Source: an optimization exercise on an open RTL-to-GDS flow (aim: a short achievable clock period and few clock cycles per item). Production flows keep margins and buffers that such runs may drop.
Function was checked by simulation only, so behaviour that the tests miss may differ from the original.

[flow/design.v]
package swdt_pkg;
    localparam int TIME_W    = 48;
    localparam int DUR_W     = 24;
    localparam int WIN_W     = 24;
    localparam int MAXD_W    = 28;
    localparam int STATUS_W  = 2;
    localparam int DELAY_W   = 30;
    localparam int CFG_IDX_W = 1;
    localparam int CFG_DAT_W = 28;
    localparam int LOG_DEPTH_DEF = 64;
    localparam int TOTAL_W = MAXD_W;
    localparam logic [WIN_W-1:0]  WINDOW_RST = WIN_W'(1000000);
    localparam logic [MAXD_W-1:0] MAXD_RST   = MAXD_W'(2000000);
    localparam logic [STATUS_W-1:0] STATUS_GRANT = 2'd0;
    localparam logic [STATUS_W-1:0] STATUS_DEFER = 2'd1;
    localparam logic [STATUS_W-1:0] STATUS_FULL  = 2'd2;
    localparam logic [CFG_IDX_W-1:0] CFG_WINDOW = 1'b0;
    localparam logic [CFG_IDX_W-1:0] CFG_MAXDUR = 1'b1;
    typedef enum logic [1:0] {
        ST_IDLE,
        ST_EXPIRE,
        ST_DECIDE
    } state_t;
endpackage
module sliding_window_duration_throttle_core #(
    parameter int LOG_DEPTH = swdt_pkg::LOG_DEPTH_DEF
) (
    input  logic                            clk,
    input  logic                            rst_n,
    input  logic                            req_valid,
    output logic                            req_ready,
    input  logic [swdt_pkg::TIME_W-1:0]     req_now_us,
    input  logic [swdt_pkg::DUR_W-1:0]      req_duration_us,
    output logic                            res_valid,
    input  logic                            res_ready,
    output logic [swdt_pkg::STATUS_W-1:0]   res_status,
    output logic [swdt_pkg::DELAY_W-1:0]    res_delay_us,
    input  logic                            cfg_valid,
    output logic                            cfg_ready,
    input  logic [swdt_pkg::CFG_IDX_W-1:0]  cfg_index,
    input  logic [swdt_pkg::CFG_DAT_W-1:0]  cfg_data
);
    localparam int IDX_W = (LOG_DEPTH > 1) ? $clog2(LOG_DEPTH) : 1;
    localparam int CNT_W = $clog2(LOG_DEPTH + 1);
    localparam int ENT_W = swdt_pkg::TIME_W + swdt_pkg::DUR_W;
    localparam logic [IDX_W-1:0] IDX_LAST  = IDX_W'(LOG_DEPTH - 1);
    localparam logic [CNT_W:0]   DEPTH_EXT = (CNT_W + 1)'(LOG_DEPTH);
    localparam logic [CNT_W-1:0] DEPTH_CNT = CNT_W'(LOG_DEPTH);
    swdt_pkg::state_t state_reg, state_next;
    logic [IDX_W-1:0]   head_reg, head_next;
    logic [CNT_W-1:0]   count_reg, count_next;
    logic [swdt_pkg::TOTAL_W-1:0] total_reg, total_next;
    logic [swdt_pkg::WIN_W-1:0]   window_reg;
    logic [swdt_pkg::MAXD_W-1:0]  maxd_reg;
    logic               res_valid_reg, res_valid_next;
    logic [swdt_pkg::TIME_W-1:0]   now_reg;
    logic [swdt_pkg::DUR_W-1:0]    dur_reg;
    logic [swdt_pkg::STATUS_W-1:0] status_reg, status_next;
    logic [swdt_pkg::DELAY_W-1:0]  delay_reg, delay_next;
    logic                          res_load;
    logic [ENT_W-1:0]   mem [LOG_DEPTH];
    logic [ENT_W-1:0]   rd_data_reg;
    logic               rd_en;
    logic [IDX_W-1:0]   rd_addr;
    logic               wr_en;
    logic [IDX_W-1:0]   wr_addr;
    logic [swdt_pkg::TIME_W-1:0] ent_time;
    logic [swdt_pkg::DUR_W-1:0]  ent_dur;
    logic [swdt_pkg::TIME_W:0]   ent_limit;
    logic                        expired;
    logic [IDX_W-1:0]            head_inc;
    logic [CNT_W:0]              tail_sum;
    logic [swdt_pkg::TOTAL_W:0]  req_total;
    logic                        over;
    logic [swdt_pkg::TOTAL_W:0]  excess;
    logic                        req_fire;
    assign req_fire = req_valid && req_ready;
    assign ent_time  = rd_data_reg[ENT_W-1 -: swdt_pkg::TIME_W];
    assign ent_dur   = rd_data_reg[swdt_pkg::DUR_W-1:0];
    assign ent_limit = {1'b0, ent_time} + {{(swdt_pkg::TIME_W + 1 - swdt_pkg::WIN_W){1'b0}},
                                           window_reg};
    assign expired   = ent_limit < {1'b0, now_reg};
    assign head_inc  = (head_reg == IDX_LAST) ? '0 : head_reg + 1'b1;
    assign tail_sum  = {{(CNT_W + 1 - IDX_W){1'b0}}, head_reg} + {1'b0, count_reg};
    assign wr_addr   = (tail_sum >= DEPTH_EXT) ? IDX_W'(tail_sum - DEPTH_EXT)
                                               : IDX_W'(tail_sum);
    assign req_total = {1'b0, total_reg}
                     + {{(swdt_pkg::TOTAL_W + 1 - swdt_pkg::DUR_W){1'b0}}, dur_reg};
    assign over      = req_total > {1'b0, maxd_reg};
    assign excess    = req_total - {1'b0, maxd_reg};
    assign req_ready = (state_reg == swdt_pkg::ST_IDLE);
    assign cfg_ready = 1'b1;
    assign res_valid    = res_valid_reg;
    assign res_status   = status_reg;
    assign res_delay_us = delay_reg;
    always_comb
    begin
        state_next     = state_reg;
        head_next      = head_reg;
        count_next     = count_reg;
        total_next     = total_reg;
        res_valid_next = res_valid_reg && !res_ready;
        status_next    = status_reg;
        delay_next     = delay_reg;
        res_load       = 1'b0;
        rd_en          = 1'b0;
        rd_addr        = head_reg;
        wr_en          = 1'b0;
        case (state_reg)
            swdt_pkg::ST_IDLE:
            begin
                if (req_fire)
                begin
                    rd_en = 1'b1;
                    if (count_reg != '0)
                        state_next = swdt_pkg::ST_EXPIRE;
                    else
                        state_next = swdt_pkg::ST_DECIDE;
                end
            end
            swdt_pkg::ST_EXPIRE:
            begin
                if (expired)
                begin
                    head_next  = head_inc;
                    count_next = count_reg - 1'b1;
                    total_next = total_reg
                               - {{(swdt_pkg::TOTAL_W - swdt_pkg::DUR_W){1'b0}}, ent_dur};
                    rd_en      = 1'b1;
                    rd_addr    = head_inc;
                    if (count_reg == CNT_W'(1))
                        state_next = swdt_pkg::ST_DECIDE;
                end
                else
                begin
                    state_next = swdt_pkg::ST_DECIDE;
                end
            end
            swdt_pkg::ST_DECIDE:
            begin
                if (!res_valid_reg || res_ready)
                begin
                    res_load       = 1'b1;
                    res_valid_next = 1'b1;
                    state_next     = swdt_pkg::ST_IDLE;
                    if (over)
                    begin
                        status_next = swdt_pkg::STATUS_DEFER;
                        delay_next  = {{(swdt_pkg::DELAY_W - swdt_pkg::TOTAL_W - 1){1'b0}},
                                       excess};
                    end
                    else if (count_reg == DEPTH_CNT)
                    begin
                        status_next = swdt_pkg::STATUS_FULL;
                        delay_next  = '0;
                    end
                    else
                    begin
                        status_next = swdt_pkg::STATUS_GRANT;
                        delay_next  = '0;
                        wr_en       = 1'b1;
                        count_next  = count_reg + 1'b1;
                        total_next  = req_total[swdt_pkg::TOTAL_W-1:0];
                    end
                end
            end
            default:
            begin
                state_next = swdt_pkg::ST_IDLE;
            end
        endcase
    end
    always_ff @(posedge clk or negedge rst_n)
    begin
        if (!rst_n)
        begin
            state_reg     <= swdt_pkg::ST_IDLE;
            head_reg      <= '0;
            count_reg     <= '0;
            total_reg     <= '0;
            res_valid_reg <= 1'b0;
            window_reg    <= swdt_pkg::WINDOW_RST;
            maxd_reg      <= swdt_pkg::MAXD_RST;
        end
        else
        begin
            state_reg     <= state_next;
            head_reg      <= head_next;
            count_reg     <= count_next;
            total_reg     <= total_next;
            res_valid_reg <= res_valid_next;
            if (cfg_valid && cfg_ready)
            begin
                case (cfg_index)
                    swdt_pkg::CFG_WINDOW: window_reg <= cfg_data[swdt_pkg::WIN_W-1:0];
                    swdt_pkg::CFG_MAXDUR: maxd_reg   <= cfg_data[swdt_pkg::MAXD_W-1:0];
                    default:              ;
                endcase
            end
        end
    end
    always_ff @(posedge clk)
    begin
        if (req_fire)
        begin
            now_reg <= req_now_us;
            dur_reg <= req_duration_us;
        end
        if (res_load)
        begin
            status_reg <= status_next;
            delay_reg  <= delay_next;
        end
    end
    always_ff @(posedge clk)
    begin
        if (wr_en)
            mem[wr_addr] <= {now_reg, dur_reg};
        if (rd_en)
            rd_data_reg <= mem[rd_addr];
    end
endmodule
[flow/run.sh]
#!/bin/bash
# synth_recipe.tcl (not shown) runs the flow's synth.tcl, then flattens the netlist and writes it again
# the make line also repeats each setting of config.mk as NAME=value (left out here)
make -C /OpenROAD-flow-scripts/flow DESIGN_CONFIG=/design/flow/config.mk WORK_HOME=/design/flow/orfs CLKGATE_MAP_FILE= SYNTH_SCRIPT=/design/flow/synth_recipe.tcl finish
[flow/config.mk]
export PLATFORM = sky130hd
export DESIGN_NAME = sliding_window_duration_throttle_core
export DESIGN_NICKNAME = sliding_window_duration_throttle_core
export VERILOG_FILES = /design/flow/design.v
export SDC_FILE = /design/flow/constraint.sdc
export NUM_CORES = 8
export LEC_CHECK = 0
export CAP_MARGIN = 20
export CORE_MARGIN = 2
export CORE_UTILIZATION = 45
export SLEW_MARGIN = 20
export SYNTH_MEMORY_MAX_BITS = 8192
[flow/constraint.sdc]
create_clock -name core_clock -period 9.0 [get_ports {clk}]
set_input_delay 1.8000 -clock core_clock [delete_from_list [all_inputs] [get_ports {clk}]]
set_output_delay 1.8000 -clock core_clock [all_outputs]
set_load 0.01 [all_outputs]
==> summary.md <==
| Metric | Value |
|---|---|
| Run status | `timing/DRC/antenna clean` |
| Initial DRT Pass Iterations | `8` |
| Drt via density | `6.349` |
| Master of the slowest instance on the critical path | `edfxtp_1` |
| Post-detailed-route wirelength per cell | `34.71 um` |
| Number of cells after detailed placement | `19,300` |
| Die Height | `664.6 um` |
| Overall Global Routing Usage | `30.94%` |
| Synth Register Bits | `4,879` |
| Number of enable flip-flop cells after synthesis | `4,783` |
| Largest net degree at the start of global routing | `70` |
| Slowest stage delay, CP | `0.69 ns` |
| Post-cts gate resize count | `0` |
| Count of pins over their slew limit | `0` |
| Hold Violations, Final | `0` |
| Vias post-DR | `128,300` |
| Relative area change from synthesis to final layout | `15.56%` |
| Core Region | `0.4345 mm^2` |
| Most used DFF post-synth | `edfxtp_1` |
| Detailed Route Iter0 Violations | `21,680` |
| Summed negative setup slack over all endpoints | `0 ns` |
| Cell at the root of the clock tree | `clkbuf_16` |
| Netlist area before placement | `0.1964 mm^2` |
| Largest cells by area after synthesis | `edfxtp_1, mux2i_1, nand2_1` |
| Flop-to-flop setup slack | `0.36 ns` |
| Sinks on the clock net | `4,879` |
| Number of cell rows | `242` |
| Drc violations | `0` |
| Area share of the leading cell type in the synthesized netlist | `73.13%` |
| Kind of capture point of the worst setup path | `flip-flop` |
| Die Area | `0.4418 mm^2` |
| Total CTS buffers | `485` |
| Data arrival at the endpoint of the critical path | `9.36 ns` |
| Global route total overflow | `0` |
| ANT nets after route | `0` |
| Non-filler instance count after layout | `20,220` |
| Filler Cell Count | `35,460` |
| Max Clk Rate | `115.7 MHz` |
| Share of final-layout standard cells stronger than drive strength 1 | `11.21%` |
| Depth of the CTS H-tree | `5` |
| Number of input and output port buffers inserted | `138` |
| Post-route fraction of the period consumed by the critical path | `96.01%` |
| Via count of the first global-routing pass | `118,700` |
| Final setup viols | `0` |
| Sequential-to-total area share from yosys stat | `74.36%` |
| Number of instances in the synthesized netlist | `13,510` |
| Syn avg cell area | `14.53 um^2` |
| Number of nets produced by synthesis | `13,780` |
| Relative slew slack | `20.84%` |
| Starting utilization of the core area | `45.20%` |
| Top cell by count, worst path | `buf_4` |
| Netlist cell types | `85` |
| Routability cong. | `0.8779` |
| Wirelength, routed | `701,800 um` |
| Transition time at the pin with the least slew margin | `1.187 ns` |
| Maximum clock insertion buffer count | `4` |
| Half-perimeter wire length of the detailed placement result | `377,100 um` |
| CTS tree | `yes` |
| Worst-skew pair later-pin latency | `1.08 ns` |
| Antenna violations before repair | `18` |
| Post-layout min period | `8.641 ns` |
| Clock Skews | `0.09120 ns` |
| Required time at the endpoint of the critical path | `9.72 ns` |
| Max reg flops | `4,608` |
| First-pass GRT wire length | `959,300 um` |
| Class of the worst hold path | `reg -> reg` |
| Number of warnings issued by yosys | `1` |
| CP startpoint kind | `flip-flop` |
| Async set-or-reset flop fraction in the synthesized netlist | `1.968%` |
| Unrepaired setup endpoints after global routing | `no` |
| Clock transition at the registers of the reported paths | `0.07 ns` |
| Largest area contributor in the netlist | `edfxtp_1` |
| Count of pins on the block boundary | `141` |
| Number of nets in the finished design | `14,330` |
| Chip Width | `664.6 um` |
| Max_cap viols | `0` |
| Worst Path Class, Setup | `reg -> reg` |
| Highest fanout seen on the critical path | `29` |
placed cells by master, fill, tap and decap left out, types with 95 or more instances in the layout:
| master | instances |
|---|---|
| a211oi_1 | 97 |
| a21oi_1 | 627 |
| a221oi_1 | 95 |
| a31oi_1 | 123 |
| buf_12 | 334 |
| buf_4 | 409 |
| clkbuf_16 | 487 |
| clkdlybuf4s50_1 | 137 |
| clkinv_1 | 142 |
| clkinv_2 | 101 |
| edfxtp_1 | 4783 |
| ha_1 | 156 |
| inv_1 | 129 |
| mux2i_1 | 1012 |
| nand2_1 | 2591 |
| nand3_1 | 1046 |
| nand4_1 | 231 |
| nor2_1 | 113 |
| o21ai_0 | 207 |
| o221ai_1 | 505 |
repair_timing:
item	4_1_cts	5_1_grt
setup endpoints to repair	0	1
hold buffers	0	0
setup buffers	0	5
critical path: cells and delay by family (launching register included):
kind	cells	cell delay [ns]
compound gates	16	3.84
buf+inv	6	1.26
simple gates	4	1.24
fa+ha+maj	2	0.75
flops	1	0.69
mux	1	0.24
xor+xnor	1	0.15
metrics by stage:
stage / hold slack [ns] / cell area (um^2) / utilization, % / setup slack [ns]
floorplan: 0.4794 / 196400 / - / 0.1524
global placement: 0.4893 / 211700 / 48.73 / 0.6012
detailed placement: 0.4947 / 211800 / 48.74 / 0.4675
CTS: 0.5079 / 226900 / 52.21 / 0.4253
global route: 0.5169 / 226900 / 52.23 / 0.2072
finish: 0.5066 / 227000 / 52.23 / 0.3589
final cells by class:
type,count,area (um^2),share of cell area (%)
inverters,136,548.0,0.2415
well taps,5734,7174,3.161
diodes,6,15.01,0.006616
repair buffers,882,11180,4.927
clock buffers,576,12520,5.517
flip-flops and latches,4879,146000,64.35
clock inverters,328,2579,1.136
multi-input cells,7675,46890,20.66
kinds of logic (layout without fill, tap and decap cells):
logic type      after synthesis  count (layout)  synth area share, %
compound gates             1949            1949                6.695
xor+xnor                    125             125               0.5613
fa+ha+maj                   161             161                1.045
buf+inv                     960            1922                2.095
flops                      4879            4879                74.36
mux                        1080            1080                5.549
other cells                   2               8             0.003824
simple gates               4358            4358                9.690
cell usage after synthesis (all sizes together) (17+ instances only):
| cell type | instances |
|---|---|
| nand4 | 231 |
| xnor2 | 79 |
| a31oi | 124 |
| a21oi | 630 |
| nor4 | 88 |
| nor2b | 18 |
| o21ai | 265 |
| ha | 156 |
| dfrtp | 82 |
| or3 | 76 |
| inv | 136 |
| a21o | 39 |
| and3 | 22 |
| nand3 | 1046 |
| o211ai | 17 |
| mux2i | 1013 |
| nor2 | 182 |
| o221ai | 505 |
| edfxtp | 4783 |
| buf | 418 |
| nor3 | 40 |
| mux2 | 67 |
| a211oi | 100 |
| nand2 | 2595 |
| xor2 | 46 |
| clkbuf | 406 |
| o31ai | 57 |
| o21a | 19 |
| a221oi | 95 |
layer usage:
metal | routed length (um) | GRT usage, %
met4 | 36130 | 13.18
met1 | 268300 | 42.86
met5 | 101 | 0
met2 | 312900 | 47.27
met3 | 84340 | 6.799
final timing paths:
path	start	end	depth (start not counted)
worst max register to register	rd_data_reg[27]	rd_data_reg[24]	30
max in group asynchronous	rst_n	total_reg[5]	2
worst min register to register	total_reg[27]	total_reg[27]	1
worst max-delay path	rd_data_reg[27]	rd_data_reg[24]	30
min in group asynchronous	rst_n	maxd_reg[27]	1
worst min-delay path	total_reg[27]	total_reg[27]	1
Testbench counts, summed over its fixed seeds: cycles 62,291, items 16,000.

[re-timing with driven ports]
The flow's constraints put no driver on any port. The routed layout listed below was extracted and timed again, unchanged, in two steps. Step 1: set_driving_cell puts a clkbuf_16 on clk and a buf_2 on each other input, an assumption about the parent block. Step 2 times the ports against the registers' clock, not the clock port: input delays grow and output delays shrink by t, the midpoint of the rising clock arrivals with the driver on. a / b / c = ideal ports / drivers / drivers and shift; a / b = the first two.
t, ns: 1.155
slack for setup (ns): 0.359 / 0.359 / 0.359
clock arrival spread, ns: 0.092 / 0.092
After both steps this run still meets setup and hold. The setup slack of this run moves by 0.000 ns with the drivers and by 0.000 ns with both steps.
